Context: an optimization exercise on an open-source flow, tuned for small area. The choices shown serve that exercise and are no tape-out recipe. Where RTL was checked, it was by simulation tests only, not by an equivalence proof against the original. No activity file was given, so power comes from the tool's default toggle rates.

// dsp_fpga_data
module dsp_fpga_data (
  input  logic                    mcbsp0_slaver_clkx,
  input  logic                    cfg_rst,
  input  logic                    mcbsp0_slaver_fsx,
  input  logic                    mcbsp0_slaver_mosi,
  input  dsp_link_pkg::buf_addr_t read_addr,
  output dsp_link_pkg::word_t     send_data,
  output logic                    tx_send_start,
  output logic                    start_send,
  output dsp_link_pkg::step_t     send_step,
  output logic                    part_syn_start,
  output logic                    lose,
  output logic                    corase_end,
  output logic                    fine_end,
  output dsp_link_pkg::word_t     corase_syn_pos,
  output dsp_link_pkg::word_t     fine_syn_pos,
  output logic                    dsp_start_send,
  output logic                    flag_croase,
  output logic                    flag_fine,
  output logic                    croase_data_flag,
  output logic                    fine_data_flag,
  output logic                    decode_data_flag,
  output logic                    tx_data_flag
);
  dsp_link_pkg::word_t rx_word;
  logic                rx_valid;
  mcbsp_rx u_rx (
    .mcbsp0_slaver_clkx (mcbsp0_slaver_clkx),
    .cfg_rst            (cfg_rst),
    .fsx                (mcbsp0_slaver_fsx),
    .mosi               (mcbsp0_slaver_mosi),
    .rx_word            (rx_word),
    .rx_valid           (rx_valid)
  );
  ...
Size: roughly 2900 cells after synthesis, ~1500 flip-flops, ~120 I/O pins.
Settings: LEC_CHECK=0, CAP_MARGIN=20, CORE_MARGIN=2, CORE_UTILIZATION=60, PLACE_DENSITY=0.7, SLEW_MARGIN=20; clock period 5.0 ns.
standard.sh (not shown) runs the stock make flow with config.mk's settings and CLKGATE_MAP_FILE= SYNTH_SCRIPT=/design/flow/synth_recipe.tcl, a recipe that flattens the netlist after the stock synthesis.
==> flow/flow/run.sh <==
#!/bin/bash
# The standard layout, with two changes: the port buffers are buf_1 cells, and
# clock tree synthesis uses clkbuf_8 buffers in clusters of at most 18 sinks,
# without dummy loads.
set -euo pipefail
cd "$(dirname "$0")/.."
export BUFFER_PORTS_ARGS="-buffer_cell sky130_fd_sc_hd__buf_1"
export CTS_ARGS="-sink_clustering_enable -repair_clock_nets -dont_use_dummy_load -buf_list sky130_fd_sc_hd__clkbuf_8 -sink_clustering_size 18 -sink_clustering_max_diameter 60"
bash standard.sh > standard.log 2>&1
Rerun with:
==> flow/run.sh (new file) <==
#!/bin/bash
# synth_recipe.tcl (not shown) runs the flow's synth.tcl, then flattens the netlist and writes it again
# the make line also repeats each setting of config.mk as NAME=value (left out here)
make -C /OpenROAD-flow-scripts/flow DESIGN_CONFIG=/design/flow/config.mk WORK_HOME=/design/flow/orfs CLKGATE_MAP_FILE= SYNTH_SCRIPT=/design/flow/synth_recipe.tcl finish
CORE_UTILIZATION = 40   (was 60)
CTS_BUF_LIST = sky130_fd_sc_hd__clkbuf_8   (was default)
PLACE_DENSITY = default   (was 0.7)
removed: flow/flow/run.sh
removed: flow/standard.sh
Area after synthesis does not change; maximum frequency falls by 11%; non-clock buffer count is higher by 1; die area climbs by 49%; worst setup slack degrades by 500 ps.
Rerun with:
CTS_BUF_LIST = sky130_fd_sc_hd__clkbuf_4   (was sky130_fd_sc_hd__clkbuf_8)
Combinational power barely changes; setup slack is worse by 180 ps; global-route usage went up by 0.30 points; sequential cell count is unchanged; sequential power hardly moves; maximum frequency came out lower by a few percent; cell area is about the same.
No functional check of the RTL was part of any run of this note.

* * *

dsp_fpga_data again, from the RTL that the note above started with.
Design dsp_fpga_data, start of the top module:
module dsp_fpga_data (
  input  logic                    mcbsp0_slaver_clkx,
  input  logic                    cfg_rst,
  input  logic                    mcbsp0_slaver_fsx,
  input  logic                    mcbsp0_slaver_mosi,
  input  dsp_link_pkg::buf_addr_t read_addr,
  output dsp_link_pkg::word_t     send_data,
  output logic                    tx_send_start,
  output logic                    start_send,
  output dsp_link_pkg::step_t     send_step,
  output logic                    part_syn_start,
  output logic                    lose,
  output logic                    corase_end,
  output logic                    fine_end,
  output dsp_link_pkg::word_t     corase_syn_pos,
  output dsp_link_pkg::word_t     fine_syn_pos,
  output logic                    dsp_start_send,
  output logic                    flag_croase,
  output logic                    flag_fine,
  output logic                    croase_data_flag,
  output logic                    fine_data_flag,
  output logic                    decode_data_flag,
  output logic                    tx_data_flag
);
export LEC_CHECK = 0
export CAP_MARGIN = 20
export CORE_MARGIN = 2
export CORE_UTILIZATION = 75
export PLACE_DENSITY = 0.85
export SLEW_MARGIN = 20
create_clock -name core_clock -period 5.0 [get_ports {mcbsp0_slaver_clkx}]
==> flow/flow/run.sh <==
#!/bin/bash
# The standard layout, with two changes: the port buffers are buf_1 cells, and
# clock tree synthesis uses clkbuf_8 buffers in clusters of at most 18 sinks,
# without dummy loads.
set -euo pipefail
cd "$(dirname "$0")/.."
export BUFFER_PORTS_ARGS="-buffer_cell sky130_fd_sc_hd__buf_1"
export CTS_ARGS="-sink_clustering_enable -repair_clock_nets -dont_use_dummy_load -buf_list sky130_fd_sc_hd__clkbuf_8 -sink_clustering_size 18 -sink_clustering_max_diameter 60"
bash standard.sh > standard.log 2>&1
Rerun with:
==> flow/flow/run.sh (replaced) <==
#!/bin/bash
# The standard layout, with two changes: the port buffers are buf_1 cells, and
# clock tree synthesis uses clkbuf_4 buffers without dummy loads.
set -euo pipefail
cd "$(dirname "$0")/.."
export BUFFER_PORTS_ARGS="-buffer_cell sky130_fd_sc_hd__buf_1"
export CTS_ARGS="-sink_clustering_enable -repair_clock_nets -dont_use_dummy_load -buf_list sky130_fd_sc_hd__clkbuf_4"
bash standard.sh > standard.log 2>&1
Settings changed: CORE_UTILIZATION 75 to 40, PLACE_DENSITY 0.85 to default.
Outcome: Worst hold slack loses 0.12 ns; clock skew increases by 0.034 ns; design area increases by 5.4%; total power increases by 13%; via count drops by 1.3%.
No functional check of the RTL was part of any run of this note.

* * *

== job 1504 ==
Another version of the RTL of dsp_fpga_data (not shown whole).
Size: about 1,500 flip-flops, ~38,000 µm² of cells after synthesis.
export LEC_CHECK = 0
export CAP_MARGIN = 20
export CORE_MARGIN = 2
export CORE_UTILIZATION = 60
export PLACE_DENSITY = 0.8
export SLEW_MARGIN = 20
export SYNTH_HIERARCHICAL = 1
create_clock -name core_clock -period 5.0 [get_ports {mcbsp0_slaver_clkx}]
==> flow/flow/run.sh <==
#!/bin/bash
# The standard layout, with two changes: the port buffers are buf_1 cells, and
# clock tree synthesis uses clkbuf_8 buffers in clusters of at most 18 sinks,
# without dummy loads.
set -euo pipefail
cd "$(dirname "$0")/.."
export BUFFER_PORTS_ARGS="-buffer_cell sky130_fd_sc_hd__buf_1"
export CTS_ARGS="-sink_clustering_enable -repair_clock_nets -dont_use_dummy_load -buf_list sky130_fd_sc_hd__clkbuf_8 -sink_clustering_size 18 -sink_clustering_max_diameter 60"
bash standard.sh > standard.log 2>&1
Job 1504 finished all stages; layout check result: FAIL, due to negative setup slack.
## Diff of input files: job 6512 against job 1504
--- a/flow/config.mk
+++ b/flow/config.mk
@@ -9,5 +9,5 @@
 export CORE_MARGIN = 2
 export CORE_UTILIZATION = 60
-export PLACE_DENSITY = 0.8
+export PLACE_DENSITY = 0.7
 export SLEW_MARGIN = 20
 export SYNTH_HIERARCHICAL = 1
Job 6512 finished every stage and its layout cleared the timing, design-rule and antenna checks.
Job 6512 gives more sequential share of layout area than job 1504 did.
Looking at register-to-register slack across job 1504 and job 6512, the one that comes out lower is job 1504.
Between job 6512 and job 1504, the cell depth of the worst flop-to-flop path does not differ in any meaningful way.
Looking at endpoint of the most critical setup path, the send_data[14] result is from job 6512; the send_data[3] one comes from job 1504.
Between job 6512 and job 1504, the fraction of power spent switching nets figures differ only marginally.
Of job 1504 and job 6512, the higher wire length belongs to job 6512.
Summary — worst setup slack, job 6512 relative to job 1504: higher, by 0.19 ns.
| final instance area | job 6512 vs job 1504 | ≈ equal |
The higher routing usage on met1 came out of job 6512.
diff inputs: job 6512 => job 2521
==> flow/flow/run.sh <==
#!/bin/bash
# The standard layout, with two changes: the port buffers are buf_1 cells, and
# clock tree synthesis uses clkbuf_8 buffers in clusters of at most 20 sinks,
# without dummy loads.
set -euo pipefail
cd "$(dirname "$0")/.."
export BUFFER_PORTS_ARGS="-buffer_cell sky130_fd_sc_hd__buf_1"
export CTS_ARGS="-sink_clustering_enable -repair_clock_nets -dont_use_dummy_load -buf_list sky130_fd_sc_hd__clkbuf_8 -sink_clustering_size 20 -sink_clustering_max_diameter 60"
bash standard.sh > standard.log 2>&1
[summary]
[compare] base=job 6512 new=job 2521: clock distribution area overhead in the final layout shows a reduction of 0.22 points, total number of multi-input combinational cells shows a reduction of about 0.3%, number of cells on the critical path shows a reduction of 1, area growth from synthesis to final layout shows a reduction of 0.38 points. In job 2521, the time the worst path needs with I/O delays and setup came out 0.097 ns above the value in job 6512. Every stage of the flow completed for job 2521, and the final layout passed the timing, design-rule and antenna checks. Comparing clock distribution power for job 6512 and job 2521, the bigger number came from job 6512. [diff] post-route worst setup slack, job 2521 relative to job 6512: regression. Comparing total power for job 6512 and job 2521, the bigger number came from job 6512.

-- static timing again, ports no longer ideal --
The flow's constraints put no driver on any port. The routed layouts listed below were extracted and timed again, unchanged, in two steps. Step 1: set_driving_cell puts a clkbuf_16 on mcbsp0_slaver_clkx and a buf_2 on each other input, an assumption about the parent block. Step 2, shift: input delay + t, output delay - t, t = (earliest + latest rising clock arrival at the registers) / 2. This alone moves slack from input paths to output paths. Three values: no drivers, after step 1, after step 2; two values: the first two.
| run | shift t [ns] | slack for setup (ns) | worst register clock-pin slew, ns |
|---|---|---|---|
| the first run of note 1 | 0.758 | 0.779 / 0.712 / 0.735 | 0.11 / 0.11 |
| the second run of note 1 | 0.941 | 0.274 / 0.204 / 0.304 | 0.08 / 0.08 |
| the third run of note 1 | 1.210 | 0.091 / 0.022 / 0.330 | 0.08 / 0.08 |
| the first run of note 2 | 0.782 | 0.649 / 0.649 / 0.604 | 0.11 / 0.11 |
| the second run of note 2 | 1.182 | 0.315 / 0.249 / 0.700 | 0.08 / 0.08 |
| job 1504 | 0.773 | -0.029 / -0.088 / 0.685 | 0.12 / 0.12 |
| job 6512 | 0.758 | 0.159 / 0.096 / 0.854 | 0.11 / 0.11 |
| job 2521 | 0.756 | 0.063 / -0.003 / 0.753 | 0.12 / 0.12 |
The setup slack of the first run of note 2, which loses most, moves by 0.000 ns with the drivers and by -0.045 ns with both steps.
